From an optimization exercise on the open Yosys and OpenROAD flow, aimed at small area and a short achievable clock period; shortcuts taken in it are not production practice.
RTL that was checked went through simulation tests only; none was proved equivalent to the original.
Power is estimated from default activity; no workload was simulated.

// bumpy_core
module bumpy_core (
	input wire logic clk,
	input wire logic resetN,
	input wire logic start_of_frame,
	input wire motion_pkg::keys_t keys,
	input wire logic die,
	input wire logic restart,
	input wire geom_pkg::tile_map_t tile_map,
	input wire geom_pkg::tile_coord_t teleport_target,
	output geom_pkg::pixel_t offset_x,
	output geom_pkg::pixel_t offset_y,
	output motion_pkg::move_state_e state
);
Size: roughly 130 flip-flops, about 200 I/O pins.
Settings: LEC_CHECK=0, CAP_MARGIN=20, CORE_MARGIN=2, CORE_UTILIZATION=50, CTS_BUF_LIST=sky130_fd_sc_hd__clkbuf_8, SETUP_SLACK_MARGIN=2.6, SLEW_MARGIN=20; clock period 6.0 ns.
standard.sh (not shown) runs the stock make flow with config.mk's settings and CLKGATE_MAP_FILE= SYNTH_SCRIPT=/design/flow/synth_recipe.tcl, a recipe that flattens the netlist after the stock synthesis.
==> flow/flow/run.sh <==
#!/bin/bash
export BUFFER_PORTS_ARGS="-buffer_cell sky130_fd_sc_hd__buf_1"
bash standard.sh > standard.log 2>&1
The baseline finished clean.
==> next run, changes <==
SETUP_SLACK_MARGIN = 2.5   (was 2.6)
Total power falls by 3.1%.
Via count is lower by 0.87%.
Synthesized area is unchanged.
Combinational power goes down by about 2%.
Fmax came out lower by 1.7%.
Cell area falls by 1.6%.
Cell count goes down by 0.42%.
Clock-buffer cell count is higher by 1.
Routed wire length went down by 0.68%.
Die area does not change.
Global-route usage drops by 0.17 points.


bumpy_core, a different RTL version from the one above (not shown whole).
Size in the first run: roughly 1,500 cells after synthesis, ~130 flip-flops, about 200 I/O pins, roughly 13,000 um2 of cells after synthesis.
clock: 6.0 ns
lec_check: 0
cap_margin: 20
core_margin: 2
core_utilization: 45
cts_buf_list: sky130_fd_sc_hd__clkbuf_8
setup_slack_margin: 2.65
slew_margin: 20
Scripts as last shown in full above: flow/flow/run.sh
==> next run, changes <==
CORE_UTILIZATION = 40   (was 45)
SETUP_SLACK_MARGIN = 2.7   (was 2.65)
After rerunning:
- The new run finished with timing, DRC and antenna clean
- clock-buffer cell count came out lower by 1
- clock skew came out lower by 5.3 ps
- power shrinks by 0.48%
- cell area is about the same
- sequential power is about the same
- sequential share of layout area hardly moves
No run of this note included a check of the RTL's function; only the layout flow was run.


== run A ==
bumpy_core, a different RTL version from the one above (not shown whole).
For scale: about 1500 cells after synthesis, ~130 flip-flops, roughly 200 I/O pins, about 0.013 mm² of cells after synthesis.
==> flow/config.mk <==
export PLATFORM = sky130hd
export DESIGN_NAME = bumpy_core
export DESIGN_NICKNAME = bumpy_core
export VERILOG_FILES = /design/flow/design.v
export SDC_FILE = /design/flow/constraint.sdc
export NUM_CORES = 4
export LEC_CHECK = 0
export CAP_MARGIN = 20
export CORE_MARGIN = 2
export CORE_UTILIZATION = 45
export CTS_BUF_LIST = sky130_fd_sc_hd__clkbuf_8
export SETUP_SLACK_MARGIN = 2.8
export SLEW_MARGIN = 20
==> flow/constraint.sdc <==
create_clock -name core_clock -period 6.0 [get_ports {clk}]
set_input_delay 1.2000 -clock core_clock [delete_from_list [all_inputs] [get_ports {clk}]]
set_output_delay 1.2000 -clock core_clock [all_outputs]
set_load 0.01 [all_outputs]
Scripts as last shown in full above: flow/flow/run.sh
Inputs modified between run A and run B:
- PLACE_DENSITY now 0.75, previously not set
- SETUP_SLACK_MARGIN now 2.65, was 2.8
## What came out
Clock skew ended up 0.0035 ns lower on run B than on run A.
Between run A and run B, the difference in number of placed instances with taps included is negligible.
| routed wire length | lower: run B |
The first-iteration DRC count of run B is higher than that of run A.
Row detail-routed via count per cell: run B higher / run A lower
In the reports for run A and run B, the smaller buffering overhead belongs to run B.
Summary of run B over run A: post-route worst setup slack decreased by 0.058 ns relative to the old numbers; minimum clock period after layout increased by 0.058 ns relative to the old numbers; worst setup slack before clock tree synthesis increased by 0.040 ns relative to the old numbers; total power decreased by 2.6% relative to the old numbers.
> inputs changed (run B -> run C)
- swapping 2.65 for 2.85 in SETUP_SLACK_MARGIN
- clearing PLACE_DENSITY, which used to be 0.75
- swapping 45 for 40 in CORE_UTILIZATION
## What came out
- Going from run B to run C, the met2 routed wirelength was found to have gone up by about 6%.
- Buffer count from post-CTS setup fixing was lower in run B than in run C.
- Diff run B -> run C | first-pass GRT wire length | increase of 3.1%
- Run B → run C: number of vias after detailed routing held; worst setup slack after layout up 0.12 ns.

## static timing again, ports no longer ideal
Ports are ideal in the flow. The routed layouts listed here were re-timed in OpenROAD. Step 1 assumes that a clkbuf_16 drives the clock port and a buf_2 every other input. Step 2, shift: input delay + t, output delay - t, t = (earliest + latest rising clock arrival at the registers) / 2. This alone moves slack from input paths to output paths. Three values: no drivers, after step 1, after step 2; two values: the first two.
run | t (ns) | slack for setup (ns) | hold WS [ns] | worst setup path at the end | cell pins on the clock port's net
the first run of note 1 | 0.497 | 2.698 / 2.698 / 2.369 | 0.467 / 0.467 / 0.467 | input to register | 1
the second run of note 1 | 0.499 | 2.642 / 2.642 / 2.344 | 0.462 / 0.462 / 0.462 | input to register | 1
the first run of note 2 | 0.511 | 2.780 / 2.780 / 2.311 | 0.466 / 0.466 / 0.466 | input to register | 1
the second run of note 2 | 0.495 | 2.815 / 2.815 / 2.520 | 0.466 / 0.466 / 0.466 | input to register | 1
run A | 0.497 | 2.777 / 2.777 / 2.490 | 0.483 / 0.483 / 0.483 | input to register | 1
run B | 0.498 | 2.719 / 2.719 / 2.338 | 0.483 / 0.483 / 0.483 | input to register | 1
run C | 0.504 | 2.837 / 2.837 / 2.629 | 0.477 / 0.477 / 0.477 | input to register | 1
After both steps setup and hold are still met in every run listed. For the first run of note 2, which loses most, drivers alone change the setup slack by 0.000 ns; drivers and shift together by -0.469 ns.
